Background: an optimization exercise with open tools, aiming at a short achievable clock period and few clock cycles per item. Do not read the settings as production practice. Only simulation tests tie the RTL to the original design; equivalence was not proved. Power is estimated from default activity; no workload was simulated.

Design ex_mem_top, start of the top module:
module ex_mem_top (
   input  logic        CLK,
   input  logic        nRST,
   input  logic [3:0]  aluop,
   input  logic [31:0] porta,
   input  logic [31:0] portb,
   input  logic [31:0] imm,
   input  logic [31:0] pcn,
   input  logic [1:0]  br_kind,
   input  logic [1:0]  memtoreg,
   input  logic        regwrite,
   input  logic        memread,
   input  logic        memwrite,
   input  logic        halt,
   input  logic [4:0]  dest,
   output logic        ex_ready,
   output logic        branch_taken,
   output logic [31:0] branch_target,
   output logic        cyc,
   output logic        stb,
   output logic        we,
   output logic [31:0] adr,
   output logic [31:0] wdata,
   output logic [3:0]  sel,
   input  logic [31:0] rdata,
   input  logic        ack,
   output logic        retire_valid,
   output logic        retire_regwrite,
   output logic        retire_halt,
   output logic [4:0]  retire_dest,
   output logic [31:0] retire_data
);
make LEC_CHECK=0 ABC_CLOCK_PERIOD_IN_PS=3000 CAP_MARGIN=20 CORE_MARGIN=2 CORE_UTILIZATION=40 SETUP_SLACK_MARGIN=3.5 SLEW_MARGIN=20 TNS_END_PERCENT=100 finish   # period 6.5 ns
run.sh (not shown) runs the stock make flow with config.mk's settings and CLKGATE_MAP_FILE= SYNTH_SCRIPT=/design/flow/synth_recipe.tcl, a recipe that flattens the netlist after the stock synthesis.
Testbench counts at the start, summed over its fixed seeds: cycles 184,260, items 160,000.
Change:
--- a/flow/design.v
+++ b/flow/design.v
@@ -22,52 +22,42 @@
 endmodule
 `timescale 1ns/1ps
 module branch_resolve (
    input  logic        CLK,
    input  logic        nRST,
    input  logic [1:0]  br_kind,
    input  logic [31:0] porta,
    input  logic [31:0] portb,
    input  logic [31:0] pcn,
    input  logic [31:0] imm,
    input  logic        hand,
-   input  logic        full,
-   output logic        stage_q,
-   output logic        cond_q,
    output logic        squash_q,
-   output logic [31:0] target_q
+   output logic        taken,
+   output logic [31:0] target
 );
    logic cond;
    always_comb begin
       case (br_kind)
          2'd1:    cond = (porta == portb);
          2'd2:    cond = (porta != portb);
          2'd3:    cond = 1'b1;
          default: cond = 1'b0;
       endcase
    end
+   assign taken = hand && cond && !squash_q;
+   assign target = pcn + {imm[29:0], 2'b00};
    always_ff @(posedge CLK, negedge nRST) begin
       if (!nRST) begin
-         stage_q <= 1'b0;
          squash_q <= 1'b0;
       end else if (hand) begin
-         stage_q <= 1'b0;
-         squash_q <= stage_q && cond_q && !full;
-      end else if ((br_kind != 2'd0) && !squash_q && !stage_q) begin
-         stage_q <= 1'b1;
-      end
-   end
-   always_ff @(posedge CLK) begin
-      if (!stage_q) begin
-         cond_q <= cond;
-         target_q <= pcn + {imm[29:0], 2'b00};
+         squash_q <= taken;
       end
    end
 endmodule
 `timescale 1ns/1ps
 `timescale 1ns/1ps
 `timescale 1ns/1ps
 module ex_mem_top (
    input  logic        CLK,
    input  logic        nRST,
    input  logic [3:0]  aluop,
    input  logic [31:0] porta,
@@ -92,45 +82,39 @@
    output logic [3:0]  sel,
    input  logic [31:0] rdata,
    input  logic        ack,
    output logic        retire_valid,
    output logic        retire_regwrite,
    output logic        retire_halt,
    output logic [4:0]  retire_dest,
    output logic [31:0] retire_data
 );
    localparam int D  = 8;           
    localparam int AW = 3;            
-   logic        stage_q, cond_q, squash_q, full_q;
-   logic [31:0] target_q;
-   logic        is_br, hand;
+   logic        squash_q, full_q;
+   logic        hand;
    branch_resolve u_branch (
       .CLK      (CLK),
       .nRST     (nRST),
       .br_kind  (br_kind),
       .porta    (porta),
       .portb    (portb),
       .pcn      (pcn),
       .imm      (imm),
       .hand     (hand),
-      .full     (full_q),
-      .stage_q  (stage_q),
-      .cond_q   (cond_q),
       .squash_q (squash_q),
-      .target_q (target_q)
+      .taken    (branch_taken),
+      .target   (branch_target)
    );
-   assign is_br = br_kind[0] | br_kind[1];
-   assign ex_ready = !full_q && (!is_br || stage_q || squash_q);
+   assign ex_ready = !full_q;
    assign hand = ex_ready;
-   assign branch_taken = stage_q && cond_q && !full_q;
-   assign branch_target = target_q;
    logic        v1;
    logic [31:0] a1, b1, oth1, pcn1, wd1;
    logic        cin1, s_add1, s_slt1, s_sltu1, sdiff1;
    logic        rw1, halt1, mem1, we1, ld1, pcsel1;
    logic [4:0]  dest1;
    logic [31:0] bsel, logic_r, shift_r;
    logic        sub_in, mem_in;
    assign mem_in = memread | memwrite;
    assign bsel = mem_in ? imm : portb;
    assign sub_in = (aluop == 4'd1) || (aluop == 4'd8) || (aluop == 4'd9);
    always_comb begin
Via count decreases by 1.6%.
Sequential power stays flat.
Synthesized area shrinks by 1.9%.
Wire length stays flat.
Flip-flop and latch count drops by 34.
Synthesized cell count fell by 0.97%.
Sequential share of layout area decreases by 2.1 points.
Combinational power rises by about 5%.
Maximum frequency is lower by 33%.
Power climbs by 0.76%.
Clock power shrinks by about 2%.
Count of clock-buffer cells in the layout fell by 22.
First-iteration DRC count falls by 11%.
Testbench counts after the change, summed over its fixed seeds: cycles 160,400, items 160,000.


ex_mem_top, a different RTL version from the one above (not shown whole).
Size in the first run: roughly 6400 cells after synthesis, about 330 I/O pins, roughly 97000 sq um of cells after synthesis.
clock: 6.5 ns
lec_check: 0
abc_clock_period_in_ps: 2300
cap_margin: 20
core_margin: 2
core_utilization: 55
place_density: 0.7
setup_slack_margin: 4.2
slew_margin: 20
tns_end_percent: 100
Testbench counts at the start, summed over its fixed seeds: cycles 184,091, items 160,000.
Edit:
--- a/flow/design.v
+++ b/flow/design.v
@@ -223,59 +223,60 @@
       .sum    (sum2),
       .so     (so2),
       .s_add  (s_add2),
       .s_slt  (s_slt2),
       .s_sltu (s_sltu2),
       .sdiff  (sdiff2),
       .a31    (a31_2),
       .result (res2)
    );
    assign data2 = pcsel2 ? pcn2 : res2;
    logic [31:0] q_data [D];
    logic [4:0]  q_dest [D];
-   logic        q_rw [D], q_halt [D], q_mem [D], q_ld [D], q_done [D];
-   logic [D-1:0] q_val;
+   logic        q_rw [D], q_halt [D];
+   logic [D-1:0] q_rdy;             
    logic [AW-1:0] wp, rp;
    logic        cyc_q, we_q, ld_q;
    logic [31:0] adr_q, wdata_q;
    logic [AW-1:0] idx_q;
    logic [31:0] m_adr [D], m_wd [D];
    logic        m_we [D], m_ld [D];
    logic [AW-1:0] m_idx [D];
    logic [AW-1:0] mwp, mrp;
    logic [AW:0]   mcnt;
    logic          mq_empty;
    logic ackd, bus_free, push_m, pop_m;
    assign ackd = cyc_q & ack;
    assign bus_free = !cyc_q || ack;
    assign push_m = v2 && mem2;
    assign pop_m = bus_free && (!mq_empty || push_m);
-   assign head_ok = q_val[rp] && (!q_mem[rp] || q_done[rp] || ackd);
+   assign head_ok = q_rdy[rp];
    always_ff @(posedge CLK, negedge nRST) begin
       if (!nRST) begin
          wp <= '0;
          rp <= '0;
-         q_val <= '0;
+         q_rdy <= '0;
          mwp <= '0;
          mrp <= '0;
          mcnt <= '0;
          mq_empty <= 1'b1;
          cyc_q <= 1'b0;
          we_q <= 1'b0;
       end else begin
          if (v2) wp <= wp + 1'b1;
          if (head_ok) rp <= rp + 1'b1;
          for (int i = 0; i < D; i++) begin
-            if (v2 && wp == AW'(i)) q_val[i] <= 1'b1;
-            else if (head_ok && rp == AW'(i)) q_val[i] <= 1'b0;
+            if (v2 && wp == AW'(i)) q_rdy[i] <= !mem2;
+            else if (ackd && idx_q == AW'(i)) q_rdy[i] <= 1'b1;
+            else if (head_ok && rp == AW'(i)) q_rdy[i] <= 1'b0;
          end
          if (push_m) mwp <= mwp + 1'b1;
          if (pop_m) mrp <= mrp + 1'b1;
          mcnt <= mcnt + {{AW{1'b0}}, push_m} - {{AW{1'b0}}, pop_m};
          mq_empty <= (mcnt + {{AW{1'b0}}, push_m} - {{AW{1'b0}}, pop_m}) == '0;
          if (bus_free) begin
             if (!mq_empty) begin
                cyc_q <= 1'b1;
                we_q <= m_we[mrp];
             end else if (push_m) begin
                cyc_q <= 1'b1;
                we_q <= we2;
@@ -306,50 +307,46 @@
          m_we[mwp] <= we2;
          m_ld[mwp] <= ld2;
          m_idx[mwp] <= wp;
       end
    end
    always_ff @(posedge CLK) begin
       for (int i = 0; i < D; i++) begin
          if (v2 && wp == AW'(i)) begin
             q_data[i] <= data2;
             q_dest[i] <= dest2;
             q_rw[i]   <= rw2;
             q_halt[i] <= halt2;
-            q_mem[i]  <= mem2;
-            q_ld[i]   <= ld2;
-            q_done[i] <= 1'b0;
-         end else if (ackd && idx_q == AW'(i)) begin
-            q_done[i] <= 1'b1;
-            if (ld_q) q_data[i] <= rdata;
+         end else if (ackd && ld_q && idx_q == AW'(i)) begin
+            q_data[i] <= rdata;
          end
       end
    end
    logic rrw_q, rh_q;
    logic [4:0] rdest_q;
    logic [31:0] rdata_q;
    always_ff @(posedge CLK, negedge nRST) begin
       if (!nRST) begin
          rv_q <= 1'b0;
          rrw_q <= 1'b0;
          rh_q <= 1'b0;
       end else begin
          rv_q <= head_ok;
          rrw_q <= head_ok && q_rw[rp];
          rh_q <= head_ok && q_halt[rp];
       end
    end
    always_ff @(posedge CLK) begin
       rdest_q <= q_dest[rp];
-      rdata_q <= (q_ld[rp] && q_mem[rp] && !q_done[rp]) ? rdata : q_data[rp];
+      rdata_q <= q_data[rp];
    end
    assign cyc = cyc_q;
    assign stb = cyc_q;
    assign we = we_q;
    assign adr = adr_q;
    assign wdata = wdata_q;
    assign sel = 4'hf;
    assign retire_valid = rv_q;
    assign retire_regwrite = rrw_q;
    assign retire_halt = rh_q;
    assign retire_dest = rdest_q;
    assign retire_data = rdata_q;
=> Cell area fell slightly; routed wire length rose by a few percent; clock power stays flat; via count rose slightly; worst setup slack is better by 0.12 ns; utilization rose by 0.86 points; maximum frequency rose by a few percent; register-to-register slack is better by 0.45 ns.
Testbench counts after the change, summed over its fixed seeds: cycles 184,104, items 160,000.


v6:
The RTL this note starts from:
==> flow/design.v <==
`timescale 1ns/1ps
module alu_unit (
   input  logic [31:0] a,
   input  logic [31:0] b,
   input  logic        cin,
   input  logic        s_add,
   input  logic        s_slt,
   input  logic        s_sltu,
   input  logic        sdiff,    
   input  logic        a31,
   input  logic [31:0] oth,
   input  logic        s_sll,
   input  logic        s_srl,
   output logic [31:0] result
);
   logic [32:0] sum;
   logic        lt_s, lt_u;
   assign sum = {1'b0, a} + {1'b0, b} + {32'b0, cin};
   assign lt_u = !sum[32];
   assign lt_s = sdiff ? a31 : sum[31];
   assign result = (s_add ? sum[31:0] : 32'b0)
                 | {31'b0, (s_slt & lt_s) | (s_sltu & lt_u)}
                 | (s_sll ? (b << a[4:0]) : 32'b0)
                 | (s_srl ? (b >> a[4:0]) : 32'b0)
                 | oth;
endmodule
`timescale 1ns/1ps
module branch_resolve (
   input  logic        CLK,
   input  logic [1:0]  br_kind,
   input  logic [31:0] porta,
   input  logic [31:0] portb,
   input  logic [31:0] pcn,
   input  logic [31:0] imm,
   output logic        cond,
   output logic [31:0] target_q
);
   always_comb begin
      case (br_kind)
         2'd1:    cond = (porta == portb);
         2'd2:    cond = (porta != portb);
         2'd3:    cond = 1'b1;
         default: cond = 1'b0;
      endcase
   end
   always_ff @(posedge CLK) begin
      target_q <= pcn + {imm[29:0], 2'b00};
   end
endmodule
`timescale 1ns/1ps
`timescale 1ns/1ps
`timescale 1ns/1ps
module ex_mem_top (
   input  logic        CLK,
   input  logic        nRST,
   input  logic [3:0]  aluop,
   input  logic [31:0] porta,
   input  logic [31:0] portb,
   input  logic [31:0] imm,
   input  logic [31:0] pcn,
   input  logic [1:0]  br_kind,
   input  logic [1:0]  memtoreg,
   input  logic        regwrite,
   input  logic        memread,
   input  logic        memwrite,
   input  logic        halt,
   input  logic [4:0]  dest,
   output logic        ex_ready,
   output logic        branch_taken,
   output logic [31:0] branch_target,
   output logic        cyc,
   output logic        stb,
   output logic        we,
   output logic [31:0] adr,
   output logic [31:0] wdata,
   output logic [3:0]  sel,
   input  logic [31:0] rdata,
   input  logic        ack,
   output logic        retire_valid,
   output logic        retire_regwrite,
   output logic        retire_halt,
   output logic [4:0]  retire_dest,
   output logic [31:0] retire_data
);
   localparam int D    = 16;        
   localparam int AW   = 4;         
   localparam int OMAX = D;         
   logic        stage_q, squash_q, full_q, nogo_any_q, bt_q;
   logic        stage_n, squash_n, full_n;
   logic [AW:0] occ, occ_n;         
   logic        is_br, hand, cond_in, head_ok;
   logic        rv_q;
   logic [31:0] target_q;
   branch_resolve u_branch (
      .CLK      (CLK),
      .br_kind  (br_kind),
      .porta    (porta),
      .portb    (portb),
      .pcn      (pcn),
      .imm      (imm),
      .cond     (cond_in),
      .target_q (target_q)
   );
   assign is_br = br_kind[0] | br_kind[1];
   assign ex_ready = !((br_kind[0] | br_kind[1] | full_q) & nogo_any_q);
   assign hand = ex_ready;
   assign branch_taken = bt_q;
   assign branch_target = target_q;
   assign stage_n = hand ? 1'b0 : (stage_q | (is_br & !squash_q));
   assign squash_n = hand ? bt_q : squash_q;
   assign occ_n = occ + {{AW{1'b0}}, hand} - {{AW{1'b0}}, rv_q};
   assign full_n = (occ >= (AW+1)'(OMAX - 1));
   always_ff @(posedge CLK, negedge nRST) begin
      if (!nRST) begin
         stage_q <= 1'b0;
         squash_q <= 1'b0;
         full_q <= 1'b0;
         nogo_any_q <= 1'b1;
         bt_q <= 1'b0;
         occ <= '0;
      end else begin
         stage_q <= stage_n;
         squash_q <= squash_n;
         full_q <= full_n;
         nogo_any_q <= full_n | !(stage_n | squash_n);
         bt_q <= !full_n & stage_n & cond_in;
         occ <= occ_n;
      end
   end
   logic        v1;
   logic [31:0] a1, b1, oth1, pcn1, wd1;
   logic        cin1, s_add1, s_slt1, s_sltu1, sdiff1, s_sll1, s_srl1;
   logic        rw1, halt1, mem1, we1, ld1, pcsel1;
   logic [4:0]  dest1;
   logic [31:0] bsel, logic_r;
   logic        sub_in, mem_in;
   assign mem_in = memread | memwrite;
   assign bsel = mem_in ? imm : portb;
   assign sub_in = (aluop == 4'd1) || (aluop == 4'd8) || (aluop == 4'd9);
   always_comb begin
      case (aluop)
         4'd2:    logic_r = porta & bsel;
         4'd3:    logic_r = porta | bsel;
         4'd4:    logic_r = porta ^ bsel;
         4'd5:    logic_r = ~(porta | bsel);
         default: logic_r = '0;
      endcase
   end
   always_ff @(posedge CLK) begin
      a1      <= porta;
      b1      <= sub_in ? ~bsel : bsel;
      cin1    <= sub_in;
      s_add1  <= (aluop == 4'd0) || (aluop == 4'd1);
      s_slt1  <= (aluop == 4'd8);
      s_sltu1 <= (aluop == 4'd9);
      sdiff1  <= porta[31] ^ bsel[31];
      oth1    <= logic_r;
      s_sll1  <= (aluop == 4'd6);
      s_srl1  <= (aluop == 4'd7);
      pcn1    <= pcn;
      wd1     <= portb;
      rw1     <= regwrite & !squash_q;
      halt1   <= halt & !squash_q;
      mem1    <= mem_in & !squash_q;
      we1     <= memwrite;
      ld1     <= (memtoreg == 2'd1);
      pcsel1  <= (memtoreg == 2'd2);
      dest1   <= dest;
   end
   logic [31:0] res1;
   alu_unit u_alu (
      .a      (a1),
      .b      (b1),
      .cin    (cin1),
      .s_add  (s_add1),
      .s_slt  (s_slt1),
      .s_sltu (s_sltu1),
      .sdiff  (sdiff1),
      .a31    (a1[31]),
      .oth    (oth1),
      .s_sll  (s_sll1),
      .s_srl  (s_srl1),
      .result (res1)
   );
   logic        v2;
   logic [31:0] res2, data2, wd2;
   logic        rw2, halt2, mem2, we2, ld2;
   logic [4:0]  dest2;
   always_ff @(posedge CLK, negedge nRST) begin
      if (!nRST) begin
         v1 <= 1'b0;
         v2 <= 1'b0;
      end else begin
         v1 <= hand;
         v2 <= v1;
      end
   end
   always_ff @(posedge CLK) begin
      res2  <= res1;
      data2 <= pcsel1 ? pcn1 : res1;
      wd2   <= wd1;
      rw2   <= rw1;
      halt2 <= halt1;
      mem2  <= mem1;
      we2   <= we1;
      ld2   <= ld1;
      dest2 <= dest1;
   end
   logic [31:0] q_data [D];
   logic [4:0]  q_dest [D];
   logic        q_rw [D], q_halt [D], q_mem [D], q_ld [D], q_done [D];
   logic [D-1:0] q_val;
   logic [AW-1:0] wp, rp;
   logic        cyc_q, we_q, ld_q;
   logic [31:0] adr_q, wdata_q;
   logic [AW-1:0] idx_q;
   logic [31:0] m_adr [D], m_wd [D];
   logic        m_we [D], m_ld [D];
   logic [AW-1:0] m_idx [D];
   logic [AW-1:0] mwp, mrp;
   logic [AW:0]   mcnt;
   logic          mq_empty;
   logic ackd, bus_free, push_m, pop_m;
   assign ackd = cyc_q & ack;
   assign bus_free = !cyc_q || ack;
   assign push_m = v2 && mem2;
   assign pop_m = bus_free && (!mq_empty || push_m);
   assign head_ok = q_val[rp] && (!q_mem[rp] || q_done[rp] || ackd);
   always_ff @(posedge CLK, negedge nRST) begin
      if (!nRST) begin
         wp <= '0;
         rp <= '0;
         q_val <= '0;
         mwp <= '0;
         mrp <= '0;
         mcnt <= '0;
         mq_empty <= 1'b1;
         cyc_q <= 1'b0;
         we_q <= 1'b0;
      end else begin
         if (v2) wp <= wp + 1'b1;
         if (head_ok) rp <= rp + 1'b1;
         for (int i = 0; i < D; i++) begin
            if (v2 && wp == AW'(i)) q_val[i] <= 1'b1;
            else if (head_ok && rp == AW'(i)) q_val[i] <= 1'b0;
         end
         if (push_m) mwp <= mwp + 1'b1;
         if (pop_m) mrp <= mrp + 1'b1;
         mcnt <= mcnt + {{AW{1'b0}}, push_m} - {{AW{1'b0}}, pop_m};
         mq_empty <= (mcnt + {{AW{1'b0}}, push_m} - {{AW{1'b0}}, pop_m}) == '0;
         if (bus_free) begin
            if (!mq_empty) begin
               cyc_q <= 1'b1;
               we_q <= m_we[mrp];
            end else if (push_m) begin
               cyc_q <= 1'b1;
               we_q <= we2;
            end else begin
               cyc_q <= 1'b0;
               we_q <= 1'b0;
            end
         end
      end
   end
   always_ff @(posedge CLK) begin
      if (bus_free) begin
         if (!mq_empty) begin
            adr_q <= m_adr[mrp];
            wdata_q <= m_wd[mrp];
            ld_q <= m_ld[mrp];
            idx_q <= m_idx[mrp];
         end else begin
            adr_q <= res2;
            wdata_q <= wd2;
            ld_q <= ld2;
            idx_q <= wp;
         end
      end
      if (push_m) begin
         m_adr[mwp] <= res2;
         m_wd[mwp] <= wd2;
         m_we[mwp] <= we2;
         m_ld[mwp] <= ld2;
         m_idx[mwp] <= wp;
      end
   end
   always_ff @(posedge CLK) begin
      for (int i = 0; i < D; i++) begin
         if (v2 && wp == AW'(i)) begin
            q_data[i] <= data2;
            q_dest[i] <= dest2;
            q_rw[i]   <= rw2;
            q_halt[i] <= halt2;
            q_mem[i]  <= mem2;
            q_ld[i]   <= ld2;
            q_done[i] <= 1'b0;
         end else if (ackd && idx_q == AW'(i)) begin
            q_done[i] <= 1'b1;
            if (ld_q) q_data[i] <= rdata;
         end
      end
   end
   logic rrw_q, rh_q;
   logic [4:0] rdest_q;
   logic [31:0] rdata_q;
   always_ff @(posedge CLK, negedge nRST) begin
      if (!nRST) begin
         rv_q <= 1'b0;
         rrw_q <= 1'b0;
         rh_q <= 1'b0;
      end else begin
         rv_q <= head_ok;
         rrw_q <= head_ok && q_rw[rp];
         rh_q <= head_ok && q_halt[rp];
      end
   end
   always_ff @(posedge CLK) begin
      rdest_q <= q_dest[rp];
      rdata_q <= (q_ld[rp] && q_mem[rp] && !q_done[rp]) ? rdata : q_data[rp];
   end
   assign cyc = cyc_q;
   assign stb = cyc_q;
   assign we = we_q;
   assign adr = adr_q;
   assign wdata = wdata_q;
   assign sel = 4'hf;
   assign retire_valid = rv_q;
   assign retire_regwrite = rrw_q;
   assign retire_halt = rh_q;
   assign retire_dest = rdest_q;
   assign retire_data = rdata_q;
endmodule
clock: 6.5 ns
lec_check: 0
abc_clock_period_in_ps: 2300
cap_margin: 20
core_margin: 2
core_utilization: 40
setup_slack_margin: 4.2
slew_margin: 20
tns_end_percent: 100
Testbench counts of v6, summed over its fixed seeds: cycles 184,091, items 160,000.
### v6 -> v7
--- a/flow/design.v
+++ b/flow/design.v
@@ -102,9 +102,9 @@
       .target_q (target_q)
    );
    assign is_br = br_kind[0] | br_kind[1];
    assign ex_ready = !((br_kind[0] | br_kind[1] | full_q) & nogo_any_q);
-   assign hand = ex_ready;
+   assign hand = !full_q && (!is_br || stage_q || squash_q);
    assign branch_taken = bt_q;
    assign branch_target = target_q;
    assign stage_n = hand ? 1'b0 : (stage_q | (is_br & !squash_q));
    assign squash_n = hand ? bt_q : squash_q;
--- outcome ---
Relative to v6, global-route wire length before repair has gone down in v7.
Between v7 and v6, the adder and majority gate portion of the synthesized area does not differ in any meaningful way.
v7 against v6: area growth from synthesis to layout higher, average detailed-routed wire length per instance now sits higher.
Re first-iteration DRC count: v6 and v7 aren't equal, and the higher value belongs to v6.
Summary of the comparison: via count is lower in v7, relative to v6.
Overall track demand over capacity in global routing: v7 vs v6 down 0.36 points
Cell count, v7 vs v6: down by a few percent
Diff v6 -> v7 | critical path depth | increase of 7
Testbench counts of v7, summed over its fixed seeds: cycles 184,091, items 160,000.

## static timing again, ports no longer ideal
The results above use ideal ports. As a check the final layouts listed here were re-extracted and re-timed, cells and wires unchanged.
Step 1, drivers: a clkbuf_16 drives CLK and a buf_2 each remaining input, both assumed.
Step 2 also shifts input and output timing later by t, the mid clock arrival at the registers, as if the neighbouring blocks saw the same clock.
Slacks: ideal ports / drivers / drivers and shift; pairs: ideal ports / drivers.
run	shift t [ns]	slack for setup (ns)	worst register clock-pin slew, ns
the first run of note 1	0.859	3.028 / 3.028 / 2.474	0.07 / 0.07
the second run of note 1	0.837	1.317 / 1.262 / 1.262	0.07 / 0.07
the first run of note 2	0.959	3.321 / 3.321 / 2.925	0.07 / 0.07
the second run of note 2	0.972	3.442 / 3.390 / 2.876	0.08 / 0.08
v6	0.967	3.412 / 3.371 / 2.881	0.08 / 0.08
v7	0.970	3.310 / 3.310 / 2.689	0.07 / 0.07
After both steps setup and hold are still met in every run listed. The setup slack of v7, which loses most, moves by 0.000 ns with the drivers and by -0.621 ns with both steps.
